Source: an optimization exercise on an open RTL-to-GDS flow (aim: small area, a short achievable clock period and few clock cycles per item). Production flows keep margins and buffers that such runs may drop. Function was checked by simulation only, so behaviour that the tests miss may differ from the original. Power and IR drop assume default switching activity.

File: design.v
package brt_pkg;
  localparam logic [15:0] SEC_PER_MIN     = 16'd60;
  localparam logic [15:0] RESET_COUNTDOWN = 16'd1200;
  localparam int          CFG_IDX_W       = 3;
  localparam int          CFG_DATA_W      = 22;
  localparam int          IN_TDATA_W      = 40;
  localparam int          OUT_TDATA_W     = 32;
  localparam logic [1:0] PH_WORK  = 2'd0;
  localparam logic [1:0] PH_BREAK = 2'd1;
  localparam logic [1:0] PH_HOLD  = 2'd2;
  localparam logic [1:0] PH_GRACE = 2'd3;
  localparam logic [2:0] EV_NONE  = 3'd0;
  localparam logic [2:0] EV_START = 3'd1;
  localparam logic [2:0] EV_END   = 3'd2;
  localparam logic [2:0] EV_SKIP  = 3'd3;
  localparam logic [2:0] EV_WARN  = 3'd4;
  localparam logic [2:0] REQ_TICK     = 3'd0;
  localparam logic [2:0] REQ_PAUSE    = 3'd1;
  localparam logic [2:0] REQ_SKIP     = 3'd2;
  localparam logic [2:0] REQ_BREAKNOW = 3'd3;
  localparam logic [2:0] REQ_CLAMP    = 3'd4;
  localparam logic [2:0] REQ_IVL_CHG  = 3'd5;
  function automatic logic carry16(input logic [15:0] a, input logic [15:0] nb, input logic cin);
    logic [15:0] g0, p0;
    logic [7:0]  g1, p1;
    logic [3:0]  g2, p2;
    logic [1:0]  g3, p3;
    logic        g4, p4;
    g0 = a & nb;
    p0 = a | nb;
    for (int i = 0; i < 8; i++) begin
      g1[i] = g0[2*i+1] | (p0[2*i+1] & g0[2*i]);
      p1[i] = p0[2*i+1] & p0[2*i];
    end
    for (int i = 0; i < 4; i++) begin
      g2[i] = g1[2*i+1] | (p1[2*i+1] & g1[2*i]);
      p2[i] = p1[2*i+1] & p1[2*i];
    end
    for (int i = 0; i < 2; i++) begin
      g3[i] = g2[2*i+1] | (p2[2*i+1] & g2[2*i]);
      p3[i] = p2[2*i+1] & p2[2*i];
    end
    g4 = g3[1] | (p3[1] & g3[0]);
    p4 = p3[1] & p3[0];
    carry16 = g4 | (p4 & cin);
  endfunction
endpackage
module brt_cfg_regs (
  input  logic        clk,
  input  logic        rst_n,
  input  logic        wr_en,
  input  logic [2:0]  wr_index,
  input  logic [21:0] wr_data,
  output logic [13:0] ivl15,        
  output logic [15:0] break_secs,
  output logic [15:0] n_warn,       
  output logic [11:0] n_idle15,     
  output logic [7:0]  n_hold,       
  output logic [11:0] grace15,      
  output logic [8:0]  mode_bits,
  output logic [21:0] n_window      
);
  logic [9:0]  mul_in;
  logic [13:0] mul15;
  logic [13:0] n_m;     
  logic [21:0] n_d;     
  logic [7:0]  we;
  logic [13:0] r_ivl;
  logic [15:0] r_break;
  logic [11:0] r_grace;
  logic [8:0]  r_mode;
  assign mul_in = {wr_data[9:8] & {2{wr_index == 3'd0}}, wr_data[7:0]};
  assign mul15  = {mul_in, 4'd0} - {4'd0, mul_in};
  assign n_m    = ~(mul15 & {14{rst_n}});
  assign n_d    = ~(wr_data & {22{rst_n}});
  always_comb begin
    for (int k = 0; k < 8; k++) we[k] = !rst_n || (wr_en && wr_index == 3'(k));
  end
  always_ff @(posedge clk) begin
    if (we[0]) r_ivl <= n_m & ~({14{!rst_n}} & 14'd300);
    if (we[1]) r_break <= n_d[15:0] & ~({16{!rst_n}} & 16'd20);
    if (we[2]) n_warn <= n_d[15:0];
    if (we[3]) n_idle15 <= n_m[11:0];
    if (we[4]) n_hold <= n_d[7:0] & ~({8{!rst_n}} & 8'd10);
    if (we[5]) r_grace <= n_m[11:0];
    if (we[6]) r_mode <= n_d[8:0];
    if (we[7]) n_window <= n_d[21:0];
  end
  assign ivl15      = ~r_ivl;
  assign break_secs = ~r_break;
  assign grace15    = ~r_grace;
  assign mode_bits  = ~r_mode;
endmodule
module brt_step (
  input  logic [13:0] ivl15,
  input  logic [15:0] break_secs,
  input  logic [15:0] n_warn,       
  input  logic [11:0] grace15,
  input  logic        smart,
  input  logic        go,          
  input  logic        rst,         
  input  logic [2:0]  req,
  input  logic        t_idle,
  input  logic        t_run,
  input  logic [3:0]  busy,
  input  logic [1:0]  phase,
  input  logic [15:0] cd,
  input  logic        hold_over,   
  input  logic [3:0]  reason,
  input  logic        paused,
  output logic [1:0]  n_phase,
  output logic [15:0] n_cd,
  output logic        n_hclr,      
  output logic        n_hinc,      
  output logic [3:0]  n_reason,
  output logic        n_paused,
  output logic [2:0]  n_ev
);
  logic [15:0] ivl_secs;
  logic [15:0] grace_secs;
  logic [15:0] cd_dec;
  logic        warn_hit;
  logic        cd_zero;
  logic        cd_le1;
  logic        busy_nz;
  logic        sbusy_nz;
  assign ivl_secs   = {ivl15, 2'b00};
  assign grace_secs = {2'b00, grace15, 2'b00};
  assign busy_nz    = busy != 4'd0;
  assign sbusy_nz   = smart && busy_nz;
  assign cd_dec     = cd - 16'd1;
  assign warn_hit   = (n_warn != 16'hFFFF) && ((cd_dec ^ n_warn) == 16'hFFFF);
  assign cd_le1     = cd[15:1] == 15'd0;
  assign cd_zero    = cd_le1 && !cd[0];
  logic tick, tk, run, ph_w, ph_b, ph_h, ph_g, ph_hg;
  logic r_pause, r_skip, r_bnow, r_clamp, r_ivl;
  logic clamp_hit;
  logic hg_go, h_stay, h_free, g_hold, g_dec;
  logic sel_dec, sel_ivl, sel_brk, sel_gr;
  logic to_hold, to_grace, to_work;
  assign tick    = req == brt_pkg::REQ_TICK;
  assign r_pause = req == brt_pkg::REQ_PAUSE;
  assign r_skip  = req == brt_pkg::REQ_SKIP;
  assign r_bnow  = req == brt_pkg::REQ_BREAKNOW;
  assign r_clamp = req == brt_pkg::REQ_CLAMP;
  assign r_ivl   = req == brt_pkg::REQ_IVL_CHG;
  assign ph_w    = phase == brt_pkg::PH_WORK;
  assign ph_b    = phase == brt_pkg::PH_BREAK;
  assign ph_h    = phase == brt_pkg::PH_HOLD;
  assign ph_g    = phase == brt_pkg::PH_GRACE;
  assign ph_hg   = phase[1];
  assign tk      = tick && !paused;
  assign run     = tk && t_run && !ph_b;        
  assign clamp_hit = brt_pkg::carry16(cd, ~ivl_secs, 1'b0);
  assign hg_go   = run && ph_hg && !hold_over;
  assign h_stay  = hg_go && ph_h && busy_nz;              
  assign h_free  = hg_go && ph_h && !busy_nz;             
  assign g_hold  = hg_go && ph_g && sbusy_nz;             
  assign g_dec   = hg_go && ph_g && !sbusy_nz && !cd_le1;
  assign sel_dec = (tk && ph_b && !cd_le1) || (run && ph_w && !cd_zero) || g_dec;
  assign to_work = (tk && ph_b && cd_le1) || (tk && !ph_b && t_idle) || r_skip;
  assign sel_ivl = to_work || (ph_w && (r_ivl || (r_clamp && clamp_hit)));
  assign sel_brk = (run && ph_w && cd_zero && !sbusy_nz) || (run && ph_hg && hold_over)
                || (h_free && grace15 == 12'd0) || (hg_go && ph_g && !sbusy_nz && cd_le1)
                || (r_bnow && !ph_b);
  assign sel_gr  = h_free && grace15 != 12'd0;
  assign to_hold = (run && ph_w && cd_zero && sbusy_nz) || g_hold;
  assign to_grace = sel_gr;
  logic g;
  logic s_dec, s_ivl, s_brk, s_gr, s_keep;
  assign g      = go && !rst;
  assign s_dec  = g && sel_dec;
  assign s_ivl  = g && sel_ivl;
  assign s_brk  = g && sel_brk;
  assign s_gr   = g && sel_gr;
  assign s_keep = !rst && !(s_dec || s_ivl || s_brk || s_gr);
  assign n_cd = ({16{s_dec}} & cd_dec) | ({16{s_ivl}} & ivl_secs)
              | ({16{s_brk}} & break_secs) | ({16{s_gr}} & grace_secs)
              | ({16{s_keep}} & cd) | ({16{rst}} & brt_pkg::RESET_COUNTDOWN);
  logic p_brk, p_work, p_hold, p_grace, p_keep;
  assign p_brk   = s_brk;
  assign p_work  = g && !sel_brk && to_work;
  assign p_hold  = g && !sel_brk && !to_work && to_hold;
  assign p_grace = g && !sel_brk && !to_work && !to_hold && to_grace;
  assign p_keep  = !rst && !(p_brk || p_work || p_hold || p_grace);
  assign n_phase = {p_hold || p_grace || (p_keep && phase[1]),
                    p_brk || p_grace || (p_keep && phase[0])};
  logic r_busy, r_keep;
  assign r_busy = g && (to_hold || h_stay);
  assign r_keep = !rst && !(g && (to_hold || h_stay || sel_brk || to_work || g_dec || h_free));
  assign n_reason = ({4{r_busy}} & busy) | ({4{r_keep}} & reason);
  assign n_paused = !rst && (g ? (r_pause ? !paused : (!r_bnow && paused)) : paused);
  always_comb begin
    if (sel_brk && !r_bnow || r_bnow && !ph_b) n_ev = brt_pkg::EV_START;
    else if (tk && ph_b && cd_le1)             n_ev = brt_pkg::EV_END;
    else if (r_skip && ph_b)                   n_ev = brt_pkg::EV_SKIP;
    else if (((run && ph_w && !cd_zero) || g_dec) && warn_hit) n_ev = brt_pkg::EV_WARN;
    else                                       n_ev = brt_pkg::EV_NONE;
  end
  assign n_hclr = ph_w;
  assign n_hinc = run && ph_hg;
endmodule
module break_reminder_timer (
  input  logic                            clk,
  input  logic                            rst_n,
  input  logic                            in_tvalid,
  output logic                            in_tready,
  input  logic [brt_pkg::IN_TDATA_W-1:0]  in_tdata,
  input  logic [2:0]                      in_tuser,
  output logic                            out_tvalid,
  input  logic                            out_tready,
  output logic [brt_pkg::OUT_TDATA_W-1:0] out_tdata,
  input  logic                            cfg_valid,
  output logic                            cfg_ready,
  input  logic [brt_pkg::CFG_IDX_W-1:0]   cfg_index,
  input  logic [brt_pkg::CFG_DATA_W-1:0]  cfg_data
);
  logic [13:0] ivl15;
  logic [15:0] break_secs;
  logic [15:0] n_warn;
  logic [11:0] n_idle15;
  logic [7:0]  n_hold;
  logic [11:0] grace15;
  logic [8:0]  mode_bits;
  logic [21:0] n_window;
  logic        s1_vld;
  logic [2:0]  s1_req;
  logic        s1_idle;
  logic        s1_run;
  logic [3:0]  s1_busy;
  logic        out_vld;
  logic [1:0]  phase;
  logic [15:0] cd;
  logic [7:0]  hm;
  logic [5:0]  hs;
  logic [3:0]  reason;
  logic        paused;
  logic [2:0]  ev;
  logic [1:0]  n_phase;
  logic [15:0] n_cd;
  logic        n_hclr;
  logic        n_hinc;
  logic        hold_over;
  logic [3:0]  n_reason;
  logic        n_paused;
  logic [2:0]  n_ev;
  logic        adv;
  logic        take;
  assign cfg_ready = 1'b1;
  brt_cfg_regs u_cfg (
    .clk          (clk),
    .rst_n        (rst_n),
    .wr_en        (cfg_valid),
    .wr_index     (cfg_index),
    .wr_data      (cfg_data),
    .ivl15        (ivl15),
    .break_secs   (break_secs),
    .n_warn       (n_warn),
    .n_idle15     (n_idle15),
    .n_hold       (n_hold),
    .grace15      (grace15),
    .mode_bits    (mode_bits),
    .n_window     (n_window)
  );
  logic [15:0] idle_secs;
  logic [2:0]  dow;
  logic [10:0] minute;
  logic [6:0]  day_mask;
  logic        day_on;
  logic [10:0] n_from;
  logic [10:0] n_to;
  logic        ge_from;
  logic        lt_to;
  logic        win_hit;
  logic        idle_hit;
  logic        in_hours;
  assign idle_secs = in_tdata[15:0];
  assign dow       = in_tdata[22:20];
  assign minute    = in_tdata[33:23];
  assign idle_hit  = (n_idle15 != 12'hFFF)
                   && brt_pkg::carry16({2'b00, idle_secs[15:2]}, {4'hF, n_idle15}, 1'b1);
  assign day_mask  = mode_bits[8:2];
  always_comb begin
    case (dow)
      3'd1: day_on = day_mask[0];
      3'd2: day_on = day_mask[1];
      3'd3: day_on = day_mask[2];
      3'd4: day_on = day_mask[3];
      3'd5: day_on = day_mask[4];
      3'd6: day_on = day_mask[5];
      default: day_on = day_mask[6];
    endcase
  end
  assign n_from    = n_window[10:0];
  assign n_to      = n_window[21:11];
  assign ge_from   = brt_pkg::carry16({5'd0, minute}, {5'h1F, n_from}, 1'b1);
  assign lt_to     = !brt_pkg::carry16({5'd0, minute}, {5'h1F, n_to}, 1'b1);
  assign win_hit   = brt_pkg::carry16({5'd0, ~n_to}, {5'h1F, n_from}, 1'b1)
                   ? (ge_from && lt_to) : (ge_from || lt_to);
  assign in_hours  = !mode_bits[1] || (day_on && win_hit);
  assign adv       = s1_vld && (!out_vld || out_tready);
  assign in_tready = !s1_vld || adv;
  assign take      = in_tready && in_tvalid;
  always_ff @(posedge clk) begin
    if (!rst_n) begin
      s1_vld <= 1'b0;
    end else if (in_tready) begin
      s1_vld <= in_tvalid;
    end
  end
  always_ff @(posedge clk) begin
    if (take) begin
      s1_req  <= in_tuser;
      s1_idle <= idle_hit;
      s1_run  <= !idle_hit && in_hours;
      s1_busy <= in_tdata[19:16];
    end
  end
  brt_step u_step (
    .go           (adv),
    .rst          (!rst_n),
    .ivl15        (ivl15),
    .break_secs   (break_secs),
    .n_warn       (n_warn),
    .grace15      (grace15),
    .smart        (mode_bits[0]),
    .req          (s1_req),
    .t_idle       (s1_idle),
    .t_run        (s1_run),
    .busy         (s1_busy),
    .phase        (phase),
    .cd           (cd),
    .hold_over    (hold_over),
    .reason       (reason),
    .paused       (paused),
    .n_phase      (n_phase),
    .n_cd         (n_cd),
    .n_hclr       (n_hclr),
    .n_hinc       (n_hinc),
    .n_reason     (n_reason),
    .n_paused     (n_paused),
    .n_ev         (n_ev)
  );
  always_ff @(posedge clk) begin
    if (!rst_n)          out_vld <= 1'b0;
    else if (adv)        out_vld <= 1'b1;
    else if (out_tready) out_vld <= 1'b0;
  end
  always_ff @(posedge clk) begin
    phase   <= n_phase;
    cd      <= n_cd;
    reason  <= n_reason;
    paused  <= n_paused;
  end
  logic [7:0] hm_inc;
  logic [5:0] hs_inc;
  logic       h_clr;
  logic       h_inc;
  logic       h_keep;
  assign hm_inc = hm + {7'd0, hs == 6'd59};
  assign hs_inc = (hs == 6'd59) ? 6'd0 : hs + 6'd1;
  assign h_clr  = adv && n_hclr;
  assign h_inc  = adv && n_hinc;
  assign h_keep = !(h_clr || h_inc);
  always_ff @(posedge clk) begin
    if (adv) ev <= n_ev;
    hm <= ({8{h_inc}} & hm_inc) | ({8{h_keep}} & hm);
    hs <= ({6{h_inc}} & hs_inc) | ({6{h_keep}} & hs);
  end
  logic ge0;
  logic ge1;
  assign ge0 = brt_pkg::carry16({8'd0, hm}, {8'hFF, n_hold}, 1'b1);
  assign ge1 = brt_pkg::carry16({7'd0, {1'b0, hm} + 9'd1}, {8'hFF, n_hold}, 1'b1);
  assign hold_over = (hs == 6'd59) ? ge1 : ge0;
  assign out_tvalid = out_vld;
  assign out_tdata  = {6'd0, ev, reason, paused, cd, phase};
endmodule
File: flow/run.sh
#!/bin/bash
# Layout flow: the standard flow (standard synthesis and ORFS layout),
# with two changes: the port buffers that buffer_ports inserts are plain buf_1
# cells instead of the tool's default pick (a slow delay buffer), and clock
# tree synthesis inserts no dummy loads.
# ORFS writes each step's log under orfs/logs; make's own output is kept in
# standard.log here.
set -euo pipefail
cd "$(dirname "$0")/.."
export BUFFER_PORTS_ARGS="-buffer_cell sky130_fd_sc_hd__buf_1"
export CTS_ARGS="-sink_clustering_enable -repair_clock_nets -buf_list {sky130_fd_sc_hd__clkbuf_4 sky130_fd_sc_hd__clkbuf_8} -dont_use_dummy_load"
bash standard.sh > standard.log 2>&1
File: standard.sh
#!/bin/bash
# synth_recipe.tcl (not shown) runs the flow's synth.tcl, then flattens the netlist and writes it again
# the make line also repeats each setting of config.mk as NAME=value (left out here)
make -C /OpenROAD-flow-scripts/flow DESIGN_CONFIG=/design/flow/config.mk WORK_HOME=/design/flow/orfs CLKGATE_MAP_FILE= SYNTH_SCRIPT=/design/flow/synth_recipe.tcl "${@:-finish}"
File: config.mk
export PLATFORM = sky130hd
export DESIGN_NAME = break_reminder_timer
export DESIGN_NICKNAME = break_reminder_timer
export VERILOG_FILES = /design/flow/design.v
export SDC_FILE = /design/flow/constraint.sdc
export NUM_CORES = 4
export LEC_CHECK = 0
export ABC_AREA = 1
export CAP_MARGIN = 20
export CORE_MARGIN = 2
export CORE_UTILIZATION = 75
export PLACE_DENSITY = 0.8
export SETUP_SLACK_MARGIN = 3.55
export SLEW_MARGIN = 20
File: constraint.sdc
create_clock -name core_clock -period 6.5 [get_ports {clk}]
set_input_delay 1.3000 -clock core_clock [delete_from_list [all_inputs] [get_ports {clk}]]
set_output_delay 1.3000 -clock core_clock [all_outputs]
set_load 0.01 [all_outputs]
==> results of run 1 <==
worst max-delay path by stage:
| stage | start | to | slack (ps) | cells after the start |
|---|---|---|---|---|
| floorplan | cfg_index[1] | u_cfg.r_ivl[13] | 3570 | 12 |
| global route | out_tready | in_tready | 3520 | 4 |
| global placement | rst_n | cd[5] | 2350 | 10 |
| finish | out_tready | in_tready | 3540 | 4 |
| CTS | out_tready | in_tready | 3560 | 4 |
| detailed placement | rst_n | cd[12] | 2240 | 10 |
flip-flops by register name, summed over array words and instances, names as in the netlist, 2 cells and up:
name and flops:
phase 2, s1_req 3, u_cfg.n_idle15 12, cd 16, u_cfg.r_ivl 14, hm 8, u_cfg.r_grace 12, u_cfg.n_hold 8
u_cfg.r_mode 9, s1_busy 4, u_cfg.n_warn 16, ev 3, hs 6, u_cfg.n_window 22, u_cfg.r_break 16, reason 4
repair_timing:
action                     in CTS  in global routing
setup endpoints to repair      27                 31
pin swaps                       1                  2
resized for setup               8                 14
hold endpoints to repair        0                  0
setup buffers                   3                  2
power by group through the flow:
| stage | clock network (mW) | registers [mW] | logic, mW |
|---|---|---|---|
| after global placement | 0 | 1.27 | 0.279 |
| final | 0.535 | 1.25 | 0.305 |
| after global routing | 0.577 | 1.26 | 0.339 |
| after CTS | 0.537 | 1.25 | 0.295 |
| after floorplan | 0 | 1.25 | 0.203 |
| after detailed placement | 0 | 1.27 | 0.289 |
Yosys cell counts, types with 2 or more instances:
| cell | number |
|---|---|
| a211oi_1 | 4 |
| a21oi_1 | 42 |
| a221oi_1 | 2 |
| a32o_1 | 2 |
| buf_4 | 12 |
| buf_6 | 3 |
| clkbuf_1 | 7 |
| clkinv_1 | 3 |
| conb_1 | 2 |
| dfxtp_1 | 39 |
| edfxtp_1 | 121 |
| ha_1 | 12 |
| inv_1 | 139 |
| inv_2 | 2 |
| nand2_1 | 230 |
| nand2_2 | 5 |
| nand2_4 | 3 |
| nand3_1 | 73 |
| nand3_2 | 4 |
| nand3b_1 | 6 |
| nand4_1 | 16 |
| nor2_1 | 118 |
| nor2_2 | 6 |
| nor3_1 | 21 |
| nor4_1 | 5 |
| o211ai_1 | 2 |
| o21ai_0 | 79 |
| o21ai_1 | 3 |
| o21bai_1 | 4 |
| o221ai_1 | 3 |
| o22ai_1 | 24 |
| o311ai_0 | 2 |
| o32ai_1 | 2 |
| or2_2 | 4 |
| xnor2_1 | 10 |
| xor2_1 | 19 |
tightest hold or removal path, delay by kind of cell (launching register included):
family,cells,cell delay [ps]
flip-flops,1,310
AND/OR/NAND/NOR,2,110
metrics by stage:
| step | hold WS (ps) | instance area (um^2) |
|---|---|---|
| 6_report | 462.8 | 9548 |
| 5_1_grt | 487.5 | 9548 |
| 4_1_cts | 465.0 | 9494 |
| 3_5_place_dp | 453.2 | 9209 |
| 3_3_place_gp | 450.3 | 9209 |
| 2_1_floorplan | 445.1 | 8790 |
placed cells by master, fill, tap and decap left out, drive strengths merged, types with 10 or more instances in the layout:
cell,count
inv,142
edfxtp,121
xnor2,10
nand4,17
nand2,238
xor2,19
a21oi,42
dfxtp,39
ha,12
o22ai,24
o21ai,83
nor2,124
clkbuf,18
nor3,22
nand3,77
buf,102
metal layers:
metal  share of wire (%)  GRT usage [%]  routed length, um
met5                   0              0                  0
met4                 4.2          16.18                923
met2                  48          59.76              10450
met3                 9.8          8.982               2140
met1                  38          44.86               8429
cell type report:
cell class | count | area (um^2) | area share [%]
Sequential cell | 160 | 4418 | 46.27
Multi-Input combinational cell | 723 | 3722 | 38.99
Inverter | 145 | 546.8 | 5.727
Timing Repair Buffer | 103 | 447.9 | 4.691
Clock buffer | 17 | 234.0 | 2.451
Tap cell | 143 | 178.9 | 1.874
kinds of logic after synthesis:
kind of cell	count (synthesis)	share of synthesized area (%)
AO/OA/AOI/OAI	179	11.76
XOR/XNOR	29	2.907
adder cells (fa/ha/maj)	12	1.718
buffers and inverters	168	8.033
flip-flops	160	50.52
AND/OR/NAND/NOR	496	24.99
other	2	0.08594
==> flow_metrics.env, run 1 <==
export IMPL_status="timing/DRC/antenna clean"
export IMPL_endpoint_kind="output pin"
export IMPL_io_pins=108
export IMPL_grt_max_degree=45
export IMPL_area_growth_pct=9.264
export IMPL_diodes=0
export IMPL_rr_worst_depth=20
export IMPL_worstHoldStart="reason[0]"
export IMPL_finish_utilization_pct=83.62
export IMPL_relSlewSlack_pct=28.62
export IMPL_avgRoutedWirePerCell_um=17.00
export IMPL_regToRegSetupSlack_ps=3830
export IMPL_drv_slew=0
export IMPL_layout_cells_non_filler=1291
export IMPL_setup_viol=0
export IMPL_yosysWarnings=3
export IMPL_clockPowerShare_pct=25.6
export IMPL_core_area_um2=11420
export IMPL_viasPerCell=5.998
export IMPL_pwr_density_cell_nw_per_um2=218.9
export IMPL_report_power_total_mw=2.090
export IMPL_gp_congestion=0.9709
export IMPL_worstPathArrival_ps=1660
export IMPL_leakagePower_nw=3.907
export IMPL_crit_path_max_fanout=2
export IMPL_clock_fmax_mhz=338.3
export IMPL_slowest_delay_ps=140
export IMPL_portBuffers=92
export IMPL_ir_drop_v=0.0002042
export IMPL_period_minus_slack_ps=2956
export IMPL_ys_ff_latch=160
export IMPL_dp_cells=1269
export IMPL_synth_edff_count=121
export IMPL_cts_hold_buffers_added=0
export IMPL_final_layout_size_suffix_gt1_share_pct=6.620
export IMPL_die_y_um=111.9
export IMPL_grt_pass1_wl_mm=35.05
export IMPL_pre_cts_slack_ps=2242
export IMPL_antenna_left=0
export IMPL_synth_top_area_share_pct=41.58
export IMPL_power_frac_comb_pct=14.6
export IMPL_critPathKind="in -> out"
export IMPL_grt_pass1_vias=7436
export IMPL_reg2reg_from="hm[0]"
export IMPL_crit_chain="buf_1, inv_2, nand3_2, buf_6"
export IMPL_finalHoldViolations=0
export IMPL_holdCritPathClass="reg -> reg"
export IMPL_clock_path_buffers=2
export IMPL_worst_slack_ps=3544
export IMPL_critical_path_slowest_cell="buf_6"
export IMPL_cap_violations=0
export IMPL_ys_flop_type="edfxtp_1"
export IMPL_drc=0
export IMPL_core_rowCount=39
export IMPL_n_fill_cell=714
export IMPL_synth_cell_types=53
export IMPL_drt_first_iter_violations=1006
export IMPL_netSwitchingFraction_pct=27.13
export IMPL_syn_area_um2=8738
export IMPL_clkLatencyLatePin_ps=470
export IMPL_hold_end="reason[0]"
export IMPL_dr_pass1_iters=6
export IMPL_tns_ps=0
export IMPL_cts_tree="done"
export IMPL_max_slew_worst_pin_slew_ps=1071
export IMPL_dp_hpwl_mm=16.13
export IMPL_synth_area_top_cells="edfxtp_1 (42%), nand2_1 (9.9%), dfxtp_1 (8.9%)"
export IMPL_critPathBufInv=3
export IMPL_intPower_mw=1.523
export IMPL_crit_family="buffers and inverters"
export IMPL_overflow=0
export IMPL_grt_usage_pct=35.94
export IMPL_drt_wl_total_mm=21.94
export IMPL_fin_crit_sh_pct=45.48
export IMPL_cts_htree_levels=4
export IMPL_cp_start_kind="primary input"
export IMPL_async_flop_share_pct=0
export IMPL_synth_seq_area_share_pct=50.52
export IMPL_yosysTopAreaCell="edfxtp_1"
export IMPL_avgSynthCellArea_um2=8.354
export IMPL_start_util_pct=76.53
export IMPL_clk_transition_reported_paths_ps=70
export IMPL_clock_sinks=160
export IMPL_nNetsFinal=1235
export IMPL_p_sw_mw=0.5669
export IMPL_critical_path_required_ps=5200
export IMPL_pwr_share_seq_pct=59.8
export IMPL_min_delay_path_depth=2
export IMPL_num_vias=7743
export IMPL_fin_skew_ps=37.47
export IMPL_cts_root_buf="clkbuf_8"
export IMPL_antenna_found_initial=0
export IMPL_rsz0062_at_grt="yes"
export IMPL_fp_dieW_um=111.9
export IMPL_die_area_um2=12530
export IMPL_r2r_end="cd[6]"
export IMPL_cts_made_buffers=17
export IMPL_syn_inst=1046
Testbench counts, summed over its fixed seeds: cycles 48,096, items 48,000.
==> run 2, diff against run 1 <==
--- a/config.mk
+++ b/config.mk
@@ -5,10 +5,8 @@
 export SDC_FILE = /design/flow/constraint.sdc
 export NUM_CORES = 4
 export LEC_CHECK = 0
-export ABC_AREA = 1
 export CAP_MARGIN = 20
 export CORE_MARGIN = 2
-export CORE_UTILIZATION = 75
-export PLACE_DENSITY = 0.8
+export CORE_UTILIZATION = 65
 export SETUP_SLACK_MARGIN = 3.55
 export SLEW_MARGIN = 20
==> flow_metrics.env, run 2 <==
export IMPL_synth_top_area_share_pct=43.08
export IMPL_min_delay_path_depth=2
export IMPL_grt_max_degree=68
export IMPL_yosysTopAreaCell="edfxtp_1"
export IMPL_dr_pass1_iters=5
export IMPL_portBuffers=92
export IMPL_cts_htree_levels=4
export IMPL_synth_seq_area_share_pct=52.34
export IMPL_clock_sinks=160
export IMPL_worstHoldStart="reason[3]"
export IMPL_drt_first_iter_violations=992
export IMPL_cp_start_kind="primary input"
export IMPL_overflow=0
export IMPL_power_frac_comb_pct=15.5
export IMPL_cap_violations=0
export IMPL_critPathKind="in -> out"
export IMPL_fin_skew_ps=32.78
export IMPL_clock_path_buffers=2
export IMPL_final_common_cell="edfxtp_1"
export IMPL_crit_path_max_fanout=2
export IMPL_place_area_um2=8975
export IMPL_reg2reg_from="cd[8]"
export IMPL_ys_flop_type="edfxtp_1"
export IMPL_leakagePower_nw=3.636
export IMPL_avgRoutedWirePerCell_um=20.41
export IMPL_diodes=0
export IMPL_die_y_um=117.9
export IMPL_dp_cells=1066
export IMPL_clock_fmax_mhz=333.1
export IMPL_grt_pass1_wl_mm=34.56
export IMPL_cts_root_buf="clkbuf_8"
export IMPL_clockPowerShare_pct=25.3
export IMPL_gp_congestion=0.9128
export IMPL_core_rowCount=41
export IMPL_intPower_mw=1.557
export IMPL_tns_ps=0
export IMPL_avgSynthCellArea_um2=10.16
export IMPL_setup_viol=0
export IMPL_netSwitchingFraction_pct=27.01
export IMPL_antenna_found_initial=1
export IMPL_finalHoldViolations=0
export IMPL_die_area_um2=13900
export IMPL_ys_ff_latch=160
export IMPL_start_util_pct=66.84
export IMPL_clk_transition_reported_paths_ps=70
export IMPL_layout_cells_non_filler=1128
export IMPL_relSlewSlack_pct=30.89
export IMPL_ir_drop_v=0.0001739
export IMPL_syn_area_um2=8434
export IMPL_nNetsFinal=1043
export IMPL_final_layout_size_suffix_gt1_share_pct=19.35
export IMPL_drt_wl_total_mm=23.02
export IMPL_status="timing/DRC/antenna clean"
export IMPL_synth_edff_count=121
export IMPL_drc=0
export IMPL_fin_crit_sh_pct=46.19
export IMPL_period_minus_slack_ps=3002
export IMPL_async_flop_share_pct=0
export IMPL_synth_area_top_cells="edfxtp_1 (43%), dfxtp_1 (9.3%), nand2_1 (4.5%)"
export IMPL_core_area_um2=12620
export IMPL_synth_cell_types=70
export IMPL_largest_reg_flops=22
export IMPL_antenna_left=0
export IMPL_finish_utilization_pct=79.61
export IMPL_pwr_density_cell_nw_per_um2=212.3
export IMPL_p_sw_mw=0.5760
export IMPL_dp_hpwl_mm=15.46
export IMPL_pwr_share_seq_pct=59.2
export IMPL_clkLatencyLatePin_ps=460
export IMPL_yosysMostFrequentCell="edfxtp_1"
export IMPL_report_power_total_mw=2.133
export IMPL_area_growth_pct=19.11
export IMPL_rsz0062_at_grt="yes"
export IMPL_worst_slack_ps=3498
export IMPL_max_slew_worst_pin_slew_ps=1037
export IMPL_n_fill_cell=799
export IMPL_pre_cts_slack_ps=2808
export IMPL_regToRegSetupSlack_ps=3500
export IMPL_syn_inst=830
export IMPL_grt_pass1_vias=6938
export IMPL_final_area_um2=10050
export IMPL_r2r_end="ev[2]"
export IMPL_endpoint_kind="output pin"
export IMPL_viasPerCell=6.559
export IMPL_cts_made_buffers=17
export IMPL_rr_worst_depth=8
export IMPL_synth_common_cells="edfxtp_1 (121), nand2_1 (100), nor2_1 (61)"
export IMPL_grt_usage_pct=31.54
export IMPL_drv_slew=0
export IMPL_top_register="u_cfg.n_window"
export IMPL_holdCritPathClass="reg -> reg"
export IMPL_cts_hold_buffers_added=0
export IMPL_num_vias=7399
export IMPL_cts_tree="done"
export IMPL_critical_path_required_ps=5200
export IMPL_io_pins=108
export IMPL_worstPathArrival_ps=1700
export IMPL_yosysWarnings=3
export IMPL_final_cell_mix="edfxtp_1 (121), nand2_1 (96), buf_1 (84)"
export IMPL_fp_dieW_um=117.9
export IMPL_timing_hold_ws_ps=501.8
export IMPL_hold_end="reason[3]"
## run 2: cell types whose count changed in the layout (fill, tap and decap cells not counted), sizes merged, moves of 8 or more
cell	change
nand3	-55
inv	-113
nor2	-63
nand2b	+12
a31oi	+9
nor2b	+23
o31ai	+9
nand2	-138
xnor2	+18
o21ai	-27
buf	+38
and3	+8
## run 2: kinds of logic after synthesis
kind of cell             Yosys count  share of synthesized area, %
AND/OR/NAND/NOR                  303                         17.42
AO/OA/AOI/OAI                    232                         19.06
flip-flops                       160                         52.34
buffers and inverters             69                         3.827
XOR/XNOR                          46                         4.777
adder cells (fa/ha/maj)           17                         2.374
other                              2                       0.08904
multiplexers                       1                        0.1187
## run 2: worst max-delay path: stages
cell	delay [ps]
buf_6	90
nor2b_4	100
nand2_1	60
buf_2	150
## run 2: power groups by stage
stage                     combinational (mW)  sequential (mW)  clock [mW]
after floorplan                        0.201             1.25           0
after global placement                 0.265             1.28           0
after detailed placement               0.275             1.28           0
after CTS                              0.287             1.26       0.542
after global routing                   0.358             1.27       0.579
final                                  0.331             1.26       0.539
## run 2: what timing repair did
item / 4_1_cts / 5_1_grt
buffers inserted: 20 / 24
cloned: 1 / 0
pin swaps: 14 / 37
setup endpoints to repair: 29 / 31
gates resized for setup: 47 / 73
## run 2: final cells by class
| type | count | area (um^2) | share of cell area [%] |
|---|---|---|---|
| Inverter | 29 | 118.9 | 1.183 |
| Clock buffer | 17 | 234.0 | 2.329 |
| Timing Repair Buffer | 143 | 795.8 | 7.921 |
| Tap cell | 172 | 215.2 | 2.142 |
| Multi-Input combinational cell | 607 | 4222 | 42.02 |
| Sequential cell | 160 | 4461 | 44.40 |
## run 2: worst max path at each step
stage / startpoint / endpoint / slack, ps / depth (start not counted)
detailed placement: hm[2] / cd[3] / 2810 / 9
floorplan: cfg_data[0] / u_cfg.n_idle15[10] / 3450 / 10
global route: hm[1] / cd[8] / 3450 / 11
finish: out_tready / in_tready / 3500 / 4
CTS: out_tready / in_tready / 3500 / 4
global placement: cfg_data[0] / u_cfg.n_idle15[10] / 2830 / 12
## run 2: layer usage
metal  global-route usage [%]  vias up  part of all wire (%)
met5                        0        -                 0.039
met4                    12.20        2                   3.3
met3                    7.413       78                   8.2
met2                    52.69      404                    49
met1                    39.94     3554                    39
li1                         -     3361                     -
==> run 3, diff against run 2 <==
--- a/config.mk
+++ b/config.mk
@@ -5,8 +5,9 @@
 export SDC_FILE = /design/flow/constraint.sdc
 export NUM_CORES = 4
 export LEC_CHECK = 0
-export CAP_MARGIN = 20
+export ABC_AREA = 1
+export CAP_MARGIN = 5
 export CORE_MARGIN = 2
 export CORE_UTILIZATION = 65
 export SETUP_SLACK_MARGIN = 3.55
-export SLEW_MARGIN = 20
+export SLEW_MARGIN = 5
==> flow_metrics.env, run 3 <==
export IMPL_status="timing/DRC/antenna clean"
export IMPL_rr_worst_depth=15
export IMPL_tns_ps=0
export IMPL_finish_utilization_pct=72.84
export IMPL_synth_cell_types=53
export IMPL_yosys_area_share_adder_pct=1.718
export IMPL_min_delay_path_depth=2
export IMPL_synth_edff_count=121
export IMPL_core_area_um2=13190
export IMPL_holdCritPathClass="reg -> reg"
export IMPL_fin_crit_sh_pct=45.13
export IMPL_antenna_left=0
export IMPL_num_vias=7372
export IMPL_grt_pass1_vias=6808
export IMPL_clk_transition_reported_paths_ps=70
export IMPL_die_y_um=119.9
export IMPL_pwr_density_cell_nw_per_um2=216.9
export IMPL_diodes=0
export IMPL_ys_flop_type="edfxtp_1"
export IMPL_drc=0
export IMPL_relSlewSlack_pct=28.22
export IMPL_setup_viol=0
export IMPL_max_slew_worst_pin_slew_ps=1077
export IMPL_synthSimpleGateAreaFrac_pct=24.99
export IMPL_critical_path_required_ps=5200
export IMPL_synth_top_area_share_pct=41.58
export IMPL_cp_start_kind="primary input"
export IMPL_cts_root_buf="clkbuf_8"
export IMPL_dp_cells=1305
export IMPL_cts_tree="done"
export IMPL_endpoint_kind="output pin"
export IMPL_worstPathArrival_ps=1630
export IMPL_start_util_pct=66.25
export IMPL_cts_made_buffers=17
export IMPL_portBuffers=92
export IMPL_clock_path_buffers=2
export IMPL_ys_ff_latch=160
export IMPL_overflow=0
export IMPL_syn_area_um2=8738
export IMPL_dr_pass1_iters=7
export IMPL_grt_max_degree=45
export IMPL_layout_cells_non_filler=1325
export IMPL_clock_sinks=160
export IMPL_largest_reg_flops=22
export IMPL_drt_wl_total_mm=20.78
export IMPL_grt_pass1_wl_mm=33.35
export IMPL_dp_hpwl_mm=15.81
export IMPL_viasPerCell=5.564
export IMPL_synth_xor_area_share_pct=2.907
export IMPL_yosysWarnings=3
export IMPL_cts_htree_levels=4
export IMPL_synth_common_cells="nand2_1 (230), inv_1 (139), edfxtp_1 (121)"
export IMPL_drt_first_iter_violations=714
export IMPL_async_flop_share_pct=0
export IMPL_synth_seq_area_share_pct=50.52
export IMPL_rsz0062_at_grt="no"
export IMPL_final_layout_size_suffix_gt1_share_pct=6.701
export IMPL_period_minus_slack_ps=2934
export IMPL_antenna_found_initial=0
export IMPL_cts_hold_buffers_added=0
export IMPL_final_common_cell="nand2_1"
export IMPL_fin_skew_ps=24.36
export IMPL_io_pins=108
export IMPL_gp_congestion=0.9498
export IMPL_crit_path_max_fanout=2
export IMPL_leakagePower_nw=3.930
export IMPL_yosysTopAreaCell="edfxtp_1"
export IMPL_top_register="u_cfg.n_window"
export IMPL_clkLatencyLatePin_ps=460
export IMPL_avgSynthCellArea_um2=8.354
export IMPL_drv_slew=0
export IMPL_nNetsFinal=1236
export IMPL_clock_fmax_mhz=340.9
export IMPL_yosys_mux_area_fraction_pct=0
export IMPL_finalHoldViolations=0
export IMPL_critPathKind="in -> out"
export IMPL_synth_compound_area_share_pct=11.76
export IMPL_fp_dieW_um=119.9
export IMPL_final_cell_mix="nand2_1 (229), inv_1 (137), edfxtp_1 (121)"
export IMPL_ir_drop_v=0.0001385
export IMPL_synth_area_top_cells="edfxtp_1 (42%), nand2_1 (9.9%), dfxtp_1 (8.9%)"
export IMPL_syn_inst=1046
export IMPL_yosysMostFrequentCell="nand2_1"
export IMPL_cap_violations=0
export IMPL_area_growth_pct=9.951
export IMPL_die_area_um2=14390
export IMPL_core_rowCount=42
export IMPL_avgRoutedWirePerCell_um=15.68
export IMPL_grt_usage_pct=30.13
export IMPL_synth_top_family_by_area="simple AND/OR/NAND/NOR gates"
run 3: timing repair:
| action | 4_1_cts | 5_1_grt |
|---|---|---|
| setup endpoints to repair | 24 | 24 |
| buffers inserted | 2 | 1 |
| resized for setup | 8 | 15 |
| pin swaps | 1 | 2 |
run 3: worst max-delay path: stages:
cell and delay (ps):
buf_1 80, inv_2 50, nand3_2 70, buf_6 130
run 3: area by class of cell:
class	instances	area, um^2
Fill cell	1029	3582
Clock buffer	17	234.0
Tap cell	176	220.2
Sequential cell	160	4417
Timing Repair Buffer	104	474.2
Inverter	145	551.8
Multi-Input combinational cell	723	3711
run 3: cell families after synthesis:
| group | count (synthesis) |
|---|---|
| buf+inv | 168 |
| compound gates | 179 |
| xor+xnor | 29 |
| other cells | 2 |
| fa+ha+maj | 12 |
| flops | 160 |
| simple gates | 496 |
run 3: worst paths after layout:
check                   from   endpoint  slack, ps
setup / recovery  out_tready  in_tready       3570
hold / removal     reason[2]  reason[2]        460
setup reg to reg       cd[0]      cd[6]       3770
hold reg to reg    reason[2]  reason[2]        460
run 3: stage by stage:
step                      power, mW  hold slack (ps)  cell area, um^2  setup slack, ps
after global placement        1.550            453.4             9273             2632
after detailed placement      1.558            456.3             9273             2619
after CTS                     2.088            468.4             9560             3560
after global routing          2.182            502.9             9608             3548
after floorplan               1.454            445.1             8790             3574
final                         2.084            463.1             9608             3566
run 3: metal layers:
| layer | vias up | routed length [um] | GRT usage, % |
|---|---|---|---|
| li1 | 3728 | - | - |
| met1 | 3340 | 9143 | 40.04 |
| met2 | 264 | 9773 | 48.62 |
| met3 | 40 | 1328 | 5.941 |
| met4 | 0 | 532 | 12.28 |
| met5 | - | 0 | 0 |
run 3: power breakdown:
part	total [mW]	leakage, nW	internal [mW]	switching, mW
Clock	0.537	0.122	0.230	0.307
Combinational	0.300	2.29	0.104	0.196
Sequential	1.25	1.51	1.19	0.0573
Total	2.08	3.93	1.52	0.560
==> run 4, diff against run 3 <==
--- a/config.mk
+++ b/config.mk
@@ -6,8 +6,8 @@
 export NUM_CORES = 4
 export LEC_CHECK = 0
 export ABC_AREA = 1
-export CAP_MARGIN = 5
+export CAP_MARGIN = 10
 export CORE_MARGIN = 2
 export CORE_UTILIZATION = 65
 export SETUP_SLACK_MARGIN = 3.55
-export SLEW_MARGIN = 5
+export SLEW_MARGIN = 10
==> flow_metrics.env, run 4 <==
export IMPL_grt_pass1_wl_mm=33.35
export IMPL_clk_transition_reported_paths_ps=70
export IMPL_ir_drop_v=0.0001385
export IMPL_yosysMostFrequentCell="nand2_1"
export IMPL_die_y_um=119.9
export IMPL_antenna_found_initial=0
export IMPL_cp_start_kind="primary input"
export IMPL_clkLatencyLatePin_ps=460
export IMPL_finalHoldViolations=0
export IMPL_core_area_um2=13190
export IMPL_portBuffers=92
export IMPL_fp_dieW_um=119.9
export IMPL_rsz0062_at_grt="no"
export IMPL_grt_max_degree=45
export IMPL_intPower_mw=1.524
export IMPL_die_area_um2=14390
export IMPL_fin_crit_sh_pct=45.13
export IMPL_gp_congestion=0.9498
export IMPL_clock_sinks=160
export IMPL_finish_utilization_pct=72.84
export IMPL_power_frac_comb_pct=14.4
export IMPL_drt_wl_total_mm=20.78
export IMPL_drv_slew=0
export IMPL_ys_flop_type="edfxtp_1"
export IMPL_clockPowerShare_pct=25.8
export IMPL_cts_htree_levels=4
export IMPL_final_layout_size_suffix_gt1_share_pct=6.701
export IMPL_yosysWarnings=3
export IMPL_num_vias=7372
export IMPL_tns_ps=0
export IMPL_start_util_pct=66.25
export IMPL_worstPathArrival_ps=1630
export IMPL_endpoint_kind="output pin"
export IMPL_crit_path_max_fanout=2
export IMPL_avgSynthCellArea_um2=8.354
export IMPL_final_common_cell="nand2_1"
export IMPL_io_pins=108
export IMPL_grt_pass1_vias=6808
export IMPL_grt_usage_pct=30.13
export IMPL_ys_ff_latch=160
export IMPL_syn_inst=1046
export IMPL_nNetsFinal=1236
export IMPL_max_slew_worst_pin_slew_ps=1077
export IMPL_async_flop_share_pct=0
export IMPL_pwr_share_seq_pct=59.8
export IMPL_cap_violations=0
export IMPL_area_growth_pct=9.951
export IMPL_netSwitchingFraction_pct=26.86
export IMPL_critical_path_required_ps=5200
export IMPL_syn_area_um2=8738
export IMPL_yosysTopAreaCell="edfxtp_1"
export IMPL_clock_fmax_mhz=340.9
export IMPL_drc=0
export IMPL_worst_slack_ps=3566
export IMPL_largest_reg_flops=22
export IMPL_synth_common_cells="nand2_1 (230), inv_1 (139), edfxtp_1 (121)"
export IMPL_synth_cell_types=53
export IMPL_leakagePower_nw=3.930
export IMPL_critPathKind="in -> out"
export IMPL_avgRoutedWirePerCell_um=15.68
export IMPL_overflow=0
export IMPL_diodes=0
export IMPL_clock_path_buffers=2
export IMPL_top_register="u_cfg.n_window"
export IMPL_dp_hpwl_mm=15.81
export IMPL_core_rowCount=42
export IMPL_fin_skew_ps=24.36
export IMPL_pwr_density_cell_nw_per_um2=216.9
export IMPL_cts_root_buf="clkbuf_8"
export IMPL_synth_seq_area_share_pct=50.52
export IMPL_synth_edff_count=121
export IMPL_n_fill_cell=1029
export IMPL_relSlewSlack_pct=28.22
export IMPL_status="timing/DRC/antenna clean"
export IMPL_antenna_left=0
export IMPL_cts_made_buffers=17
export IMPL_final_cell_mix="nand2_1 (229), inv_1 (137), edfxtp_1 (121)"
export IMPL_holdCritPathClass="reg -> reg"
export IMPL_pre_cts_slack_ps=2619
export IMPL_dr_pass1_iters=7
export IMPL_viasPerCell=5.564
export IMPL_drt_first_iter_violations=714
export IMPL_synth_top_area_share_pct=41.58
export IMPL_setup_viol=0
export IMPL_synth_area_top_cells="edfxtp_1 (42%), nand2_1 (9.9%), dfxtp_1 (8.9%)"
export IMPL_p_sw_mw=0.5597
export IMPL_cts_tree="done"
export IMPL_period_minus_slack_ps=2934
run 4: cell counts after synthesis:
Identical to the previous run, type by type.
run 4: cells by family after synthesis:
| group | Yosys count | share of synthesized area [%] |
|---|---|---|
| other cells | 2 | 0.08594 |
| simple gates | 496 | 24.99 |
| xor+xnor | 29 | 2.907 |
| compound gates | 179 | 11.76 |
| fa+ha+maj | 12 | 1.718 |
| buf+inv | 168 | 8.033 |
| flops | 160 | 50.52 |
run 4: metrics by stage:
step	hold slack, ps	area [um^2]	total power [mW]	instances
final	463.1	9608	2.084	1325
after detailed placement	456.3	9273	1.558	1305
after CTS	468.4	9560	2.088	1324
after global placement	453.4	9273	1.550	1305
after floorplan	445.1	8790	1.454	1051
after global routing	502.9	9608	2.182	1325
run 4: final timing paths:
kind,from,depth (start not counted),slack [ps],end
setup / recovery,out_tready,4,3570,in_tready
hold / removal,reason[2],2,460,reason[2]
setup reg to reg,cd[0],15,3770,cd[6]
hold reg to reg,reason[2],2,460,reason[2]
run 4: metal layers:
| layer | up-vias | part of all wire, % | GRT usage (%) |
|---|---|---|---|
| met3 | 40 | 6.4 | 5.941 |
| met1 | 3340 | 44 | 40.04 |
| met5 | - | 0 | 0 |
| met2 | 264 | 47 | 48.62 |
| met4 | 0 | 2.6 | 12.28 |
| li1 | 3728 | - | - |
run 4: final cells by class:
class | count | area (um^2) | share of cell area (%)
clock buffer | 17 | 234.0 | 2.435
inverter | 145 | 551.8 | 5.743
multi-input combinational | 723 | 3711 | 38.62
timing repair buffer | 104 | 474.2 | 4.936
sequential | 160 | 4417 | 45.97
tap | 176 | 220.2 | 2.292
run 4: worst max-delay path: stages:
cell     delay [ps]
buf_1            80
inv_2            50
nand3_2          70
buf_6           130
run 4: power groups by stage:
stage	clock (mW)	combinational, mW	sequential [mW]
5_1_grt	0.588	0.339	1.26
3_5_place_dp	0	0.290	1.27
3_3_place_gp	0	0.284	1.27
4_1_cts	0.548	0.295	1.25
2_1_floorplan	0	0.203	1.25
6_report	0.537	0.300	1.25
run 4: repair_timing:
action	in CTS	in global routing
resized for setup	8	15
setup endpoints to repair	24	24
pin swaps	1	2
hold buffers	0	0
buffers inserted	2	1
==> run 5, diff against run 4 <==
--- a/config.mk
+++ b/config.mk
@@ -6,8 +6,8 @@
 export NUM_CORES = 4
 export LEC_CHECK = 0
 export ABC_AREA = 1
-export CAP_MARGIN = 10
+export CAP_MARGIN = 20
 export CORE_MARGIN = 2
 export CORE_UTILIZATION = 65
 export SETUP_SLACK_MARGIN = 3.55
-export SLEW_MARGIN = 10
+export SLEW_MARGIN = 20
==> flow_metrics.env, run 5 <==
export IMPL_status="timing/DRC/antenna clean"
export IMPL_critical_path_slowest_cell="buf_6"
export IMPL_leakagePower_nw=3.931
export IMPL_worst_slack_ps=3566
export IMPL_fin_crit_sh_pct=45.13
export IMPL_pwr_density_cell_nw_per_um2=216.8
export IMPL_viasPerCell=5.592
export IMPL_crit_chain="buf_1, inv_2, nand3_2, buf_6"
export IMPL_rr_worst_depth=15
export IMPL_drt_first_iter_violations=716
export IMPL_cts_root_buf="clkbuf_8"
export IMPL_drv_slew=0
export IMPL_grt_max_degree=45
export IMPL_dr_pass1_iters=5
export IMPL_cp_endpoint="in_tready"
export IMPL_diodes=0
export IMPL_antenna_left=0
export IMPL_grt_pass1_vias=6808
export IMPL_synth_area_top_cells="edfxtp_1 (42%), nand2_1 (9.9%), dfxtp_1 (8.9%)"
export IMPL_clock_path_buffers=2
export IMPL_cts_made_buffers=17
export IMPL_yosysMostFrequentCell="nand2_1"
export IMPL_portBuffers=92
export IMPL_area_growth_pct=10.04
export IMPL_regToRegSetupSlack_ps=3740
export IMPL_clock_fmax_mhz=340.9
export IMPL_max_slew_worst_pin_slew_ps=804.1
export IMPL_top_register="u_cfg.n_window"
export IMPL_final_common_cell="nand2_1"
export IMPL_core_rowCount=42
export IMPL_period_minus_slack_ps=2934
export IMPL_avgRoutedWirePerCell_um=15.74
export IMPL_setup_viol=0
export IMPL_pre_cts_slack_ps=2619
export IMPL_layout_cells_non_filler=1325
export IMPL_dp_hpwl_mm=15.81
export IMPL_worstPathArrival_ps=1630
export IMPL_synth_common_cells="nand2_1 (230), inv_1 (139), edfxtp_1 (121)"
export IMPL_critical_path_required_ps=5200
export IMPL_dp_cells=1305
export IMPL_relSlewSlack_pct=45.90
export IMPL_crit_start="out_tready"
export IMPL_drc=0
export IMPL_grt_pass1_wl_mm=33.35
export IMPL_clock_sinks=160
export IMPL_slowest_delay_ps=130
export IMPL_place_area_um2=9273
export IMPL_fin_skew_ps=22.95
export IMPL_antenna_found_initial=0
export IMPL_final_area_um2=9615
export IMPL_synth_top_area_share_pct=41.58
export IMPL_yosysTopAreaCell="edfxtp_1"
export IMPL_gp_congestion=0.9498
export IMPL_finalHoldViolations=0
export IMPL_cts_htree_levels=4
export IMPL_core_area_um2=13190
export IMPL_largest_reg_flops=22
export IMPL_grt_usage_pct=30.13
export IMPL_ys_ff_latch=160
export IMPL_fp_dieW_um=119.9
export IMPL_syn_area_um2=8738
export IMPL_r2r_end="cd[6]"
export IMPL_critPathKind="in -> out"
export IMPL_final_cell_mix="nand2_1 (229), inv_1 (137), edfxtp_1 (121)"
export IMPL_overflow=0
export IMPL_critPathBufInv=3
export IMPL_yosysWarnings=3
export IMPL_nNetsFinal=1236
export IMPL_cp_start_kind="primary input"
export IMPL_cap_violations=0
export IMPL_crit_family="buffers and inverters"
export IMPL_drt_wl_total_mm=20.86
export IMPL_clkLatencyLatePin_ps=460
export IMPL_clk_transition_reported_paths_ps=70
export IMPL_cts_tree="done"
export IMPL_io_pins=108
export IMPL_ys_flop_type="edfxtp_1"
export IMPL_final_layout_size_suffix_gt1_share_pct=6.701
export IMPL_syn_inst=1046
export IMPL_num_vias=7410
export IMPL_tns_ps=0
export IMPL_ir_drop_v=0.0001385
export IMPL_start_util_pct=66.25
export IMPL_async_flop_share_pct=0
export IMPL_crit_cells=4
export IMPL_rsz0062_at_grt="no"
export IMPL_die_area_um2=14390
export IMPL_die_y_um=119.9
export IMPL_reg2reg_from="cd[0]"
export IMPL_cts_hold_buffers_added=0
export IMPL_synth_edff_count=121
export IMPL_avgSynthCellArea_um2=8.354
export IMPL_synth_cell_types=53
export IMPL_finish_utilization_pct=72.90
export IMPL_synth_seq_area_share_pct=50.52
export IMPL_endpoint_kind="output pin"
export IMPL_crit_path_max_fanout=2
export IMPL_holdCritPathClass="reg -> reg"
-- run 5: cell counts after synthesis --
No cell type changed its count.
-- run 5: timing repair --
item | 4_1_cts | 5_1_grt
pin swaps | 1 | 2
cloned | 0 | 0
buffers inserted | 2 | 1
setup endpoints to repair | 24 | 25
gates resized for setup | 8 | 16
-- run 5: worst register-to-register path: cells and delay by family, from the launching register on --
kind,cells,cell delay (ps)
buffers and inverters,1,110
adders and majority gates,1,280
DFF,1,460
and+or+nand+nor,11,1330
AOI/OAI and AO/OA,2,490
-- run 5: how the worst min path moves through the flow --
stage          startpoint         to  slack (ps)  depth (start not counted)
2_1_floorplan  s1_busy[1]  reason[1]         450                          2
3_3_place_gp    reason[1]  reason[1]         450                          2
3_5_place_dp    reason[2]  reason[2]         460                          2
4_1_cts         reason[2]  reason[2]         470                          2
5_1_grt         reason[2]  reason[2]         500                          2
6_report        reason[2]  reason[2]         460                          2
-- run 5: report_power, final --
part,total [mW],switching (mW),internal (mW)
logic,0.300,0.196,0.104
clock network,0.537,0.307,0.230
registers,1.25,0.0573,1.19
-- run 5: per-layer routing --
layer / track usage, % / part of all wire (%) / vias up
met5: 0 / 0 / -
met4: 12.28 / 2.7 / 0
met3: 5.941 / 7.3 / 39
met2: 48.62 / 47 / 289
met1: 40.04 / 43 / 3353
li1: - / - / 3729
-- run 5: logic make-up (layout without fill, tap and decap cells) --
kind of cell    count (synthesis)  after routing  synth area share [%]
flops                         160            160                 50.52
compound gates                179            179                 11.76
xor+xnor                       29             29                 2.907
simple gates                  496            496                 24.99
fa+ha+maj                      12             12                 1.718
buf+inv                       168            266                 8.033
other cells                     2              7               0.08594
-- run 5: metrics by stage --
step / hold slack [ps] / total power, mW
2_1_floorplan: 445.1 / 1.454
3_3_place_gp: 453.4 / 1.550
3_5_place_dp: 456.3 / 1.558
4_1_cts: 468.4 / 2.088
5_1_grt: 502.9 / 2.183
6_report: 463.1 / 2.084
-- run 5: layout make-up --
class | instances | area (um^2)
inverter | 145 | 551.8
multi-input combinational | 723 | 3719
tap | 176 | 220.2
fill | 1027 | 3575
clock buffer | 17 | 234.0
sequential | 160 | 4417
timing repair buffer | 104 | 474.2
==> run 6, diff against run 5 <==
--- a/config.mk
+++ b/config.mk
@@ -9,5 +9,5 @@
 export CAP_MARGIN = 20
 export CORE_MARGIN = 2
 export CORE_UTILIZATION = 65
-export SETUP_SLACK_MARGIN = 3.55
+export SETUP_SLACK_MARGIN = 3.65
 export SLEW_MARGIN = 20
==> flow_metrics.env, run 6 <==
export IMPL_status="timing/DRC/antenna clean"
export IMPL_clkLatencyLatePin_ps=470
export IMPL_period_minus_slack_ps=2946
export IMPL_endpoint_kind="output pin"
export IMPL_netSwitchingFraction_pct=26.93
export IMPL_dr_pass1_iters=7
export IMPL_finish_utilization_pct=73.57
export IMPL_power_frac_comb_pct=14.6
export IMPL_avgSynthCellArea_um2=8.354
export IMPL_fin_skew_ps=28.80
export IMPL_synth_edff_count=121
export IMPL_yosysMostFrequentCell="nand2_1"
export IMPL_max_slew_worst_pin_slew_ps=855.7
export IMPL_fp_dieW_um=119.9
export IMPL_area_growth_pct=11.05
export IMPL_holdCritPathClass="reg -> reg"
export IMPL_clock_path_buffers=2
export IMPL_syn_inst=1046
export IMPL_antenna_found_initial=0
export IMPL_n_fill_cell=1014
export IMPL_ys_flop_type="edfxtp_1"
export IMPL_fin_crit_sh_pct=45.32
export IMPL_nNetsFinal=1240
export IMPL_synth_top_area_share_pct=41.58
export IMPL_clk_transition_reported_paths_ps=70
export IMPL_pwr_density_cell_nw_per_um2=215.1
export IMPL_grt_pass1_wl_mm=33.98
export IMPL_p_sw_mw=0.5623
export IMPL_largest_reg_flops=22
export IMPL_antenna_left=0
export IMPL_core_rowCount=42
export IMPL_cts_made_buffers=17
export IMPL_dp_hpwl_mm=15.84
export IMPL_drt_first_iter_violations=682
export IMPL_async_flop_share_pct=0
export IMPL_syn_area_um2=8738
export IMPL_final_cell_mix="nand2_1 (226), inv_1 (137), edfxtp_1 (121)"
export IMPL_final_layout_size_suffix_gt1_share_pct=7.979
export IMPL_cts_htree_levels=4
export IMPL_relSlewSlack_pct=42.43
export IMPL_drt_wl_total_mm=21.35
export IMPL_tns_ps=0
export IMPL_gp_congestion=0.9687
export IMPL_num_vias=7469
export IMPL_start_util_pct=66.25
export IMPL_worstPathArrival_ps=1650
export IMPL_synth_common_cells="nand2_1 (230), inv_1 (139), edfxtp_1 (121)"
export IMPL_critical_path_required_ps=5200
export IMPL_viasPerCell=5.620
export IMPL_top_register="u_cfg.n_window"
export IMPL_crit_path_max_fanout=2
export IMPL_die_area_um2=14390
export IMPL_cp_start_kind="primary input"
export IMPL_cts_root_buf="clkbuf_8"
export IMPL_ys_ff_latch=160
export IMPL_avgRoutedWirePerCell_um=16.06
export IMPL_cts_tree="done"
export IMPL_finalHoldViolations=0
export IMPL_diodes=0
export IMPL_leakagePower_nw=3.949
export IMPL_intPower_mw=1.525
export IMPL_cap_violations=0
export IMPL_drc=0
export IMPL_die_y_um=119.9
export IMPL_setup_viol=0
export IMPL_overflow=0
export IMPL_grt_max_degree=45
export IMPL_clock_sinks=160
export IMPL_synth_area_top_cells="edfxtp_1 (42%), nand2_1 (9.9%), dfxtp_1 (8.9%)"
export IMPL_final_common_cell="nand2_1"
export IMPL_grt_usage_pct=30.68
export IMPL_io_pins=108
export IMPL_core_area_um2=13190
export IMPL_yosysWarnings=3
export IMPL_clockPowerShare_pct=25.7
export IMPL_grt_pass1_vias=6840
export IMPL_ir_drop_v=0.0001463
export IMPL_drv_slew=0
export IMPL_synth_cell_types=53
export IMPL_rsz0062_at_grt="yes"
export IMPL_portBuffers=92
export IMPL_synth_seq_area_share_pct=50.52
export IMPL_clock_fmax_mhz=339.5
export IMPL_pwr_share_seq_pct=59.7
export IMPL_yosysTopAreaCell="edfxtp_1"
export IMPL_critPathKind="in -> out"
[run 6: cell count changes in the layout (fill, tap and decap cells not counted), sizes merged]
cell    previous run  this run
buf              101       104
clkbuf            20        21
[run 6: worst max-delay path, stage by stage]
cell and delay, ps:
buf_1 80, inv_2 60, nand3_2 70, buf_6 130
[run 6: final cells by class]
type                            instances  area [um^2]  area share [%]
Timing Repair Buffer                  108        513.0           5.286
Tap cell                              176        220.2           2.269
Multi-Input combinational cell        723         3766           38.81
Sequential cell                       160         4423           45.58
Inverter                              145        548.0           5.647
Clock buffer                           17        234.0           2.411
[run 6: final timing paths]
path                            startpoint         to  slack, ps  depth (start not counted)
worst min register to register   reason[3]  reason[3]        460                          2
worst min-delay path             reason[3]  reason[3]        460                          2
worst max register to register       hm[0]     cd[10]       3910                         20
worst max-delay path            out_tready  in_tready       3550                          4
[run 6: metal layers]
metal	wire (um)	vias to the layer above	track usage, %
li1	-	3732	-
met1	9057	3394	41.57
met2	10280	311	50.39
met3	1602	32	5.466
met4	408	0	9.779
met5	0	-	0
[run 6: power groups by stage]
stage | sequential (mW) | combinational [mW] | clock, mW
after global routing | 1.25 | 0.344 | 0.587
final | 1.25 | 0.305 | 0.536
after CTS | 1.25 | 0.297 | 0.550
after global placement | 1.27 | 0.285 | 0
after floorplan | 1.25 | 0.205 | 0
after detailed placement | 1.27 | 0.291 | 0
[run 6: kinds of logic after synthesis]
group                      after synthesis  share of synthesized area, %
and+or+nand+nor                        496                         24.99
AOI/OAI and AO/OA                      179                         11.76
DFF                                    160                         50.52
buffers and inverters                  168                         8.033
other                                    2                       0.08594
adders and majority gates               12                         1.718
xor gates and xnor gates                29                         2.907
[run 6: what timing repair did]
| action | CTS | global route |
|---|---|---|
| resized for setup | 8 | 25 |
| endpoints found under the setup margin | 27 | 34 |
| buffers inserted | 7 | 3 |
| hold buffers | 0 | 0 |
| pin swaps | 2 | 6 |
[run 6: per-stage QoR]
| stage | setup WS (ps) | power (mW) | instance area [um^2] | instances | hold WS (ps) |
|---|---|---|---|---|---|
| 3_3_place_gp | 2182 | 1.551 | 9268 | 1302 | 449.8 |
| 3_5_place_dp | 2165 | 1.559 | 9268 | 1302 | 455.7 |
| 5_1_grt | 3541 | 2.186 | 9704 | 1329 | 495.7 |
| 4_1_cts | 3561 | 2.093 | 9598 | 1326 | 467.1 |
| 2_1_floorplan | 3572 | 1.455 | 8807 | 1051 | 445.1 |
| 6_report | 3554 | 2.088 | 9704 | 1329 | 464.8 |

[re-timing with driven ports]
No port has a modelled driver above. Below, the same layouts with a new extraction and two added sets of constraints. Step 1 (the two cells are an assumption about what drives the block):
set clk [get_ports {clk}]
set_driving_cell -lib_cell sky130_fd_sc_hd__clkbuf_16 $clk
set_driving_cell -lib_cell sky130_fd_sc_hd__buf_2 [delete_from_list [all_inputs] $clk]
Step 2 times the ports against the registers' clock, not the clock port: input delays grow and output delays shrink by t, the midpoint of the rising clock arrivals with the driver on. Slacks: ideal ports / drivers / drivers and shift; pairs: ideal ports / drivers.
| run | t, ns | setup WS [ns] | clock arrival spread, ns | pins driven straight from the clock port |
|---|---|---|---|---|
| run 1 | 0.487 | 3.544 / 3.524 / 3.245 | 0.038 / 0.038 | 1 |
| run 2 | 0.484 | 3.498 / 3.464 / 3.124 | 0.033 / 0.033 | 1 |
| run 3 | 0.487 | 3.566 / 3.547 / 3.221 | 0.025 / 0.025 | 1 |
| run 4 | 0.487 | 3.566 / 3.547 / 3.221 | 0.025 / 0.025 | 1 |
| run 5 | 0.482 | 3.566 / 3.547 / 3.226 | 0.023 / 0.023 | 1 |
| run 6 | 0.489 | 3.554 / 3.534 / 3.228 | 0.029 / 0.029 | 1 |
After both steps every run listed still meets setup and hold. The setup slack of run 2, which loses most, moves by -0.034 ns with the drivers and by -0.374 ns with both steps.
